What follows belongs to an exercise in optimizing a design on an open flow for small area; a production flow would make more cautious choices. Only simulation tests tie the RTL to the original design; equivalence was not proved. No activity file was given, so power comes from the tool's default toggle rates.

## calculator_top
module calculator_top (
  input  logic        clock,
  input  logic        reset,
  input  logic [3:0]  cmd,
  output logic [55:0] displays,
  output logic [1:0]  status,
  output logic [2:0]  EA,
  output logic [2:0]  PE
);
clock: 50.0 ns
lec_check: 0
cap_margin: 20
core_margin: 2
core_utilization: 40
slew_margin: 20
standard.sh (not shown) runs the stock make flow with config.mk's settings and CLKGATE_MAP_FILE= SYNTH_SCRIPT=/design/flow/synth_recipe.tcl, a recipe that flattens the netlist after the stock synthesis.
==> flow/flow/run.sh <==
#!/bin/bash
# Layout flow: the standard synthesis, then the combinational logic is re-mapped
# for area with ABC (flip-flops, their names and cell types untouched), then the
# standard layout from that netlist.
set -euo pipefail
WORK=$(pwd)
RES=orfs/results/${FLOW_PLATFORM}/calculator_top/base

# 1. standard synthesis
bash standard.sh synth > std_synth.log 2>&1
cp $RES/1_2_yosys.v synth_std.v
mv orfs orfs_std

# 2. area re-mapping of the combinational logic
LIB=$FLOW_HOME/platforms/$FLOW_PLATFORM/lib/sky130_fd_sc_hd__tt_025C_1v80.lib
DU=$(for c in $(sed -n '/DONT_USE_CELLS/,/^$/p' $FLOW_HOME/platforms/$FLOW_PLATFORM/config.mk | grep -o 'sky130_fd_sc_hd__[a-z0-9_]*'); do echo -n " -dont_use $c"; done)
cat > reopt.ys <<EOS
read_liberty -ignore_miss_func $LIB
setattr -mod -set keep_hierarchy 1 sky130_fd_sc_hd__df* sky130_fd_sc_hd__edf* sky130_fd_sc_hd__sdf* sky130_fd_sc_hd__conb_1
read_verilog synth_std.v
hierarchy -top $FLOW_TOP
flatten
opt -purge
abc -liberty $LIB $DU -script $WORK/flow/area.abc
splitnets
opt_clean -purge
hilomap -singleton -hicell sky130_fd_sc_hd__conb_1 HI -locell sky130_fd_sc_hd__conb_1 LO
insbuf -buf sky130_fd_sc_hd__buf_4 A X
opt_clean -purge
tee -o reopt_stat.txt stat -liberty $LIB
select $FLOW_TOP
write_verilog -noattr -noexpr -nohex -nodec -selected $WORK/reopt.v
EOS
yosys -s reopt.ys > reopt.log 2>&1

# 3. standard layout of the re-mapped netlist
bash standard.sh SYNTH_NETLIST_FILES=$WORK/reopt.v finish > layout.log 2>&1
==> flow/flow/area.abc <==
strash
&get -n
&deepsyn -T 30
&put
dch -f
amap
topo
Change:
--- a/flow/flow/run.sh
+++ b/flow/flow/run.sh
@@ -24 +24 @@
-abc -liberty $LIB $DU -script $WORK/flow/area.abc
+abc -liberty $LIB $DU -script $WORK/flow/area.abc $FLOW_TOP
@@ -37 +37 @@
-bash standard.sh SYNTH_NETLIST_FILES=$WORK/reopt.v finish > layout.log 2>&1
+bash standard.sh SYNTH_NETLIST_FILES=$WORK/reopt.v "BUFFER_PORTS_ARGS=-buffer_cell sky130_fd_sc_hd__buf_1" "CTS_ARGS=-sink_clustering_enable -repair_clock_nets -buf_list sky130_fd_sc_hd__clkbuf_8 -dont_use_dummy_load" finish > layout.log 2>&1
Result: The new run completed with no timing, DRC or antenna violations; power went down by roughly a tenth; design area falls by a few percent; worst hold slack stays flat; count of clock-buffer cells in the layout does not change.


== green ==
The RTL this note starts from:
==> flow/design.v <==
module bin2sevenseg #(
  parameter int NDIG = 8
) (
  input  logic [4*NDIG-1:0] value,
  input  logic              neg,
  input  logic              err,
  output logic [7*NDIG-1:0] segs
);
  logic [NDIG:0] z;
  always_comb begin
    z[NDIG] = 1'b1;
    for (int k = NDIG - 1; k >= 0; k--)
      z[k] = z[k+1] && (value[4*k +: 4] == 4'd0);
    for (int k = 0; k < NDIG; k++) begin
      logic d3, d2, d1, d0, bl, mi;
      {d3, d2, d1, d0} = value[4*k +: 4];
      bl = (k == 0) ? 1'b0 : z[k];                            
      mi = (k == 0) ? 1'b0 : (neg && z[k] && (k == 1 || !z[k-1]));
      segs[7*k+0] = !bl && (d3 || d1 || !(d2 ^ d0));
      segs[7*k+1] = !bl && (!d2 || !(d1 ^ d0)) && !(k == 0 && err);
      segs[7*k+2] = !bl && (d2 || !d1 || d0) && !(k == 0 && err);
      segs[7*k+3] = !bl && (d3 || (!d2 && !d0) || (!d2 && d1) || (d1 && !d0) || (d2 && !d1 && d0));
      segs[7*k+4] = !bl && !d0 && (!d2 || d1);
      segs[7*k+5] = !bl && (d3 || (!d1 && !d0) || (d2 && !d1) || (d2 && !d0));
      segs[7*k+6] = (d3 || (d2 ^ d1) || (d1 && !d0)) || mi || (k == 0 && err);
    end
  end
endmodule
module bcd_add8 (
  input  logic [31:0] x,
  input  logic [31:0] y,
  input  logic        cin,
  output logic [31:0] s,
  output logic        cout
);
  always_comb begin
    logic c;
    logic [4:0] t;
    logic k10;
    c = cin;
    for (int k = 0; k < 8; k++) begin
      t   = {1'b0, x[4*k +: 4]} + {1'b0, y[4*k +: 4]} + {4'd0, c};
      k10 = t[4] || (t[3] && (t[2] || t[1]));
      s[4*k+0] = t[0];
      s[4*k+1] = t[1] ^ k10;
      s[4*k+2] = t[2] ^ (k10 && !t[1]);
      s[4*k+3] = t[3] ^ (k10 && (t[1] || t[2]));
      c = k10;
    end
    cout = c;
  end
endmodule
module calculator_top (
  input  logic        clock,
  input  logic        reset,
  input  logic [3:0]  cmd,
  output logic [55:0] displays,
  output logic [1:0]  status,
  output logic [2:0]  EA,
  output logic [2:0]  PE
);
  localparam logic [2:0] ENTER_A = 3'd0;
  localparam logic [2:0] ENTER_B = 3'd1;
  localparam logic [2:0] CALC    = 3'd2;
  localparam logic [2:0] RESULT  = 3'd3;
  localparam logic [2:0] ERROR   = 3'd4;
  logic [2:0]  state, next;
  logic [3:0]  prev_cmd;
  logic [1:0]  op;           
  logic [31:0] r_val;        
  logic [31:0] b_val;        
  logic [31:0] m_val;        
  logic        sign;
  logic        cy;           
  logic [4:0]  cnt;
  logic key_ok, is_digit, is_op, is_eq, is_clr;
  assign key_ok   = (cmd != prev_cmd) && (cmd != 4'd13);
  assign is_digit = key_ok && !(cmd[3] && (cmd[2] || cmd[1]));
  assign is_op    = key_ok && cmd[3] && (cmd[2] ? (cmd[1:0] == 2'b00) : cmd[1]);
  assign is_eq    = key_ok && (cmd == 4'd14);
  assign is_clr   = key_ok && (cmd == 4'd15);
  wire st_a    = (state == ENTER_A);
  wire st_b    = (state == ENTER_B);
  wire st_calc = (state == CALC);
  wire st_res  = (state == RESULT);
  wire st_err  = (state == ERROR);
  wire op_mul = !op[1];
  wire op_sub = op[1] && op[0];
  wire op_add = op[1] && !op[0];
  wire s0 = (cnt == 5'd0) || (cnt == 5'd3) || (cnt == 5'd6) || (cnt == 5'd9) ||
            (cnt == 5'd12) || (cnt == 5'd15) || (cnt == 5'd18) || (cnt == 5'd21);
  wire s1 = (cnt == 5'd1) || (cnt == 5'd4) || (cnt == 5'd7) || (cnt == 5'd10) ||
            (cnt == 5'd13) || (cnt == 5'd16) || (cnt == 5'd19) || (cnt == 5'd22);
  wire s2 = (cnt == 5'd2) || (cnt == 5'd5) || (cnt == 5'd8) || (cnt == 5'd11) ||
            (cnt == 5'd14) || (cnt == 5'd17) || (cnt == 5'd20) || (cnt == 5'd23);
  wire mul_done = (cnt == 5'd27);
  wire [3:0] md = m_val[31:28];
  wire md_ge5 = md[3] || (md[2] && (md[1] || md[0]));
  wire md_is1 = (md == 4'd1), md_is3 = (md == 4'd3), md_is4 = (md == 4'd4);
  wire md_is6 = (md == 4'd6), md_is7 = (md == 4'd7);
  wire md_is8 = (md == 4'd8), md_is9 = (md == 4'd9);
  wire mul1 = (s0 && md_is1) || (s1 && (md_is3 || md_is6)) || (s2 && md_is8);
  wire mul2 = (s0 && !md_ge5 && (md[2] || md[1])) ||
              (s1 && (md_is4 || md_is7 || md_is8 || md_is9)) || (s2 && md_is9);
  wire mul5 = s0 && md_ge5;
  logic [31:0] b2, b5, r9;
  always_comb begin
    for (int k = 0; k < 8; k++) begin
      logic [3:0] c, l, r;
      logic ge5, lge5, odd;
      logic [2:0] h;
      c    = b_val[4*k +: 4];
      l    = (k == 0) ? 4'd0 : b_val[4*k-4 +: 4];
      ge5  = c[3] || (c[2] && (c[1] || c[0]));
      lge5 = l[3] || (l[2] && (l[1] || l[0]));
      b2[4*k+0] = lge5;
      b2[4*k+1] = c[0] ^ ge5;
      b2[4*k+2] = (c[1] && !c[2]) || (c[2] && c[1] && c[0]) || (c[3] && !c[0]);
      b2[4*k+3] = (c[2] && !c[1] && !c[0]) || (c[3] && c[0]);
      odd = c[0];
      h   = l[3:1];
      b5[4*k+0] = h[0] ^ odd;
      b5[4*k+1] = odd ? (h[0] ^ h[1]) : h[1];
      b5[4*k+2] = odd ? !(h[2] || (h[1] && h[0])) : h[2];
      b5[4*k+3] = odd && (h[2] || (h[1] && h[0]));
      r = r_val[4*k +: 4];
      r9[4*k+0] = !r[0];
      r9[4*k+1] = r[1];
      r9[4*k+2] = r[1] ^ r[2];
      r9[4*k+3] = !(r[3] || r[2] || r[1]);
    end
  end
  wire b2_ovf = b_val[31] || (b_val[30] && (b_val[29] || b_val[28]));
  wire b5_ovf = b_val[31] || b_val[30] || b_val[29];
  wire a_room = (r_val[31:28] == 4'd0);
  wire b_room = (b_val[31:28] == 4'd0);
  logic xr, xr10, xr9, yd, yb, yb2, yb5, cin;
  always_comb begin
    xr = 1'b0; xr10 = 1'b0; xr9 = 1'b0;
    yd = 1'b0; yb = 1'b0; yb2 = 1'b0; yb5 = 1'b0; cin = 1'b0;
    if (!is_clr) begin
      case (state)
        ENTER_A: begin
          if (is_digit && a_room) begin xr10 = 1'b1; yd = 1'b1; end
          else xr = 1'b1;
        end
        ENTER_B: begin
          if (is_eq) begin
            xr = op_add; xr9 = op_sub; yb = !op_mul;
          end else xr = 1'b1;
        end
        CALC: begin
          if (op_add) xr = !cy;
          else if (op_sub) begin
            xr = cy; cin = cy; xr9 = !cy;
          end else begin
            xr10 = s0;
            xr   = !s0 && !(mul_done && cy);
            yb   = mul1; yb2 = mul2; yb5 = mul5;
          end
        end
        RESULT: begin
          if (is_digit) yd = 1'b1;
          else xr = 1'b1;
        end
        default: xr = 1'b1;    
      endcase
    end
  end
  logic [31:0] xv, yv, sum;
  logic        cout;
  assign xv = ({32{xr}} & r_val) | ({32{xr10}} & {r_val[27:0], 4'd0}) | ({32{xr9}} & r9);
  assign yv = ({32{yd}} & {28'd0, cmd}) | ({32{yb}} & b_val) | ({32{yb2}} & b2) | ({32{yb5}} & b5);
  bcd_add8 u_add (.x(xv), .y(yv), .cin(cin), .s(sum), .cout(cout));
  wire mul_ovf_step = cout || (s0 && !a_room) || (yb2 && b2_ovf) || (yb5 && b5_ovf);
  always_comb begin
    next = state;
    if (!reset || is_clr) begin
      next = ENTER_A;
    end else begin
      case (state)
        ENTER_A: if (is_op) next = ENTER_B;
        ENTER_B: if (is_eq) next = CALC;
        CALC: begin
          if (!op_mul)       next = (op_add && cy) ? ERROR : RESULT;
          else if (mul_done) next = cy ? ERROR : RESULT;
        end
        RESULT: begin
          if (is_digit)   next = ENTER_A;
          else if (is_op) next = ENTER_B;
        end
        ERROR:   next = ERROR;
        default: next = ENTER_A;
      endcase
    end
  end
  always_ff @(posedge clock or negedge reset) begin
    if (!reset) begin
      state    <= ENTER_A;
      prev_cmd <= 4'd13;
      r_val    <= '0;
    end else begin
      state    <= next;
      prev_cmd <= cmd;
      r_val    <= sum;
    end
  end
  always_ff @(posedge clock) begin
    if (st_calc && op_mul) cy <= cy || mul_ovf_step;
    else                   cy <= cout;
    if (st_calc) sign <= op_sub && cy;
    cnt <= st_calc ? cnt + 5'd1 : 5'd0;
    if (!st_calc)  m_val <= r_val;
    else if (s2)   m_val <= {m_val[27:0], 4'd0};
    if (st_b || st_calc) begin
      if (st_b && is_digit && b_room) b_val <= {b_val[27:0], cmd};
    end else begin
      b_val <= '0;
    end
    if (is_op && !st_calc) op <= cmd[1:0];
  end
  logic [55:0] num_segs;
  bin2sevenseg u_conv (
    .value ((st_b || st_calc) ? b_val : r_val),
    .neg   (st_res && sign),
    .err   (st_err),
    .segs  (displays)
  );
  assign status = st_calc ? 2'b01 : st_err ? 2'b10 : 2'b00;
  assign EA = state;
  assign PE = next;
endmodule
clock: 50.0 ns
lec_check: 0
cap_margin: 20
core_margin: 2
core_utilization: 40
slew_margin: 20
run.sh (not shown) runs the stock make flow with config.mk's settings and CLKGATE_MAP_FILE= SYNTH_SCRIPT=/design/flow/synth_recipe.tcl, a recipe that flattens the netlist after the stock synthesis.
Stock flow here: none of the scripts above is used.
Per the final summary, green finished and its layout is clean on timing, DRC and antenna.
Changes in orange relative to green:
==> flow/flow/run.sh (new file) <==
#!/bin/bash
# Layout flow: the standard synthesis, then the combinational logic is re-mapped
# for area with ABC (flip-flops, their names and cell types untouched), then the
# standard layout from that netlist.
set -euo pipefail
WORK=$(pwd)
RES=orfs/results/${FLOW_PLATFORM}/calculator_top/base

# 1. standard synthesis
bash standard.sh synth > std_synth.log 2>&1
cp $RES/1_2_yosys.v synth_std.v
mv orfs orfs_std

# 2. area re-mapping of the combinational logic
LIB=$FLOW_HOME/platforms/$FLOW_PLATFORM/lib/sky130_fd_sc_hd__tt_025C_1v80.lib
DU=$(for c in $(sed -n '/DONT_USE_CELLS/,/^$/p' $FLOW_HOME/platforms/$FLOW_PLATFORM/config.mk | grep -o 'sky130_fd_sc_hd__[a-z0-9_]*'); do echo -n " -dont_use $c"; done)
cat > reopt.ys <<EOS
read_liberty -ignore_miss_func $LIB
setattr -mod -set keep_hierarchy 1 sky130_fd_sc_hd__df* sky130_fd_sc_hd__edf* sky130_fd_sc_hd__sdf* sky130_fd_sc_hd__conb_1
read_verilog synth_std.v
hierarchy -top $FLOW_TOP
flatten
opt -purge
abc -liberty $LIB $DU -script $WORK/flow/area.abc $FLOW_TOP
splitnets
opt_clean -purge
hilomap -singleton -hicell sky130_fd_sc_hd__conb_1 HI -locell sky130_fd_sc_hd__conb_1 LO
insbuf -buf sky130_fd_sc_hd__buf_4 A X
opt_clean -purge
tee -o reopt_stat.txt stat -liberty $LIB
select $FLOW_TOP
write_verilog -noattr -noexpr -nohex -nodec -selected $WORK/reopt.v
EOS
yosys -s reopt.ys > reopt.log 2>&1

# 3. standard layout of the re-mapped netlist
bash standard.sh SYNTH_NETLIST_FILES=$WORK/reopt.v finish > layout.log 2>&1
==> flow/flow/area.abc (new file) <==
strash
&get -n
&deepsyn -T 30
&put
dch -f
amap
topo
==> flow/standard.sh (new file) <==
#!/bin/bash
# synth_recipe.tcl (not shown) runs the flow's synth.tcl, then flattens the netlist and writes it again
# the make line also repeats each setting of config.mk as NAME=value (left out here)
make -C /OpenROAD-flow-scripts/flow DESIGN_CONFIG=/design/flow/config.mk WORK_HOME=/design/flow/orfs CLKGATE_MAP_FILE= SYNTH_SCRIPT=/design/flow/synth_recipe.tcl "${@:-finish}"
removed: flow/run.sh
Findings:
- orange finished all stages; the layout is clean.
- Number of cells in the design after placement, orange and green: smaller value in orange
- orange vs green: wire length of the first global-routing pass down by more than 10%
- As of orange, number of non-clock inverters in the layout had risen by more than a quarter compared to green.
- Power in orange vs green: down about 8%
- orange vs green: via count down
- The met2 routing resource usage after global routing number comes out higher for orange vs green.
- | area used by multi-input combinational logic | higher: green |

## separate check: timing with driven ports
Ports are ideal in the flow. The routed layouts listed here were re-timed in OpenROAD.
Step 1: set_driving_cell puts a clkbuf_16 on clock and a buf_2 on each other input, an assumption about the parent block.
Step 2 also shifts input and output timing later by t, the mid clock arrival at the registers, as if the neighbouring blocks saw the same clock.
Slacks: ideal ports / drivers / drivers and shift; pairs: ideal ports / drivers.
run | t, ns | setup WS [ns] | worst slew at a driven data input, ns
the first run of note 1 | 0.410 | 25.428 / 25.438 / 25.028 | 0.04
the second run of note 1 | 0.422 | 25.805 / 25.811 / 25.389 | 0.04
green | 0.406 | 25.959 / 25.975 / 25.568 | 0.03
orange | 0.410 | 25.428 / 25.438 / 25.028 | 0.04
After both steps setup and hold are still met in every run listed. For the second run of note 1, which loses most, drivers alone change the setup slack by +0.006 ns; drivers and shift together by -0.416 ns.
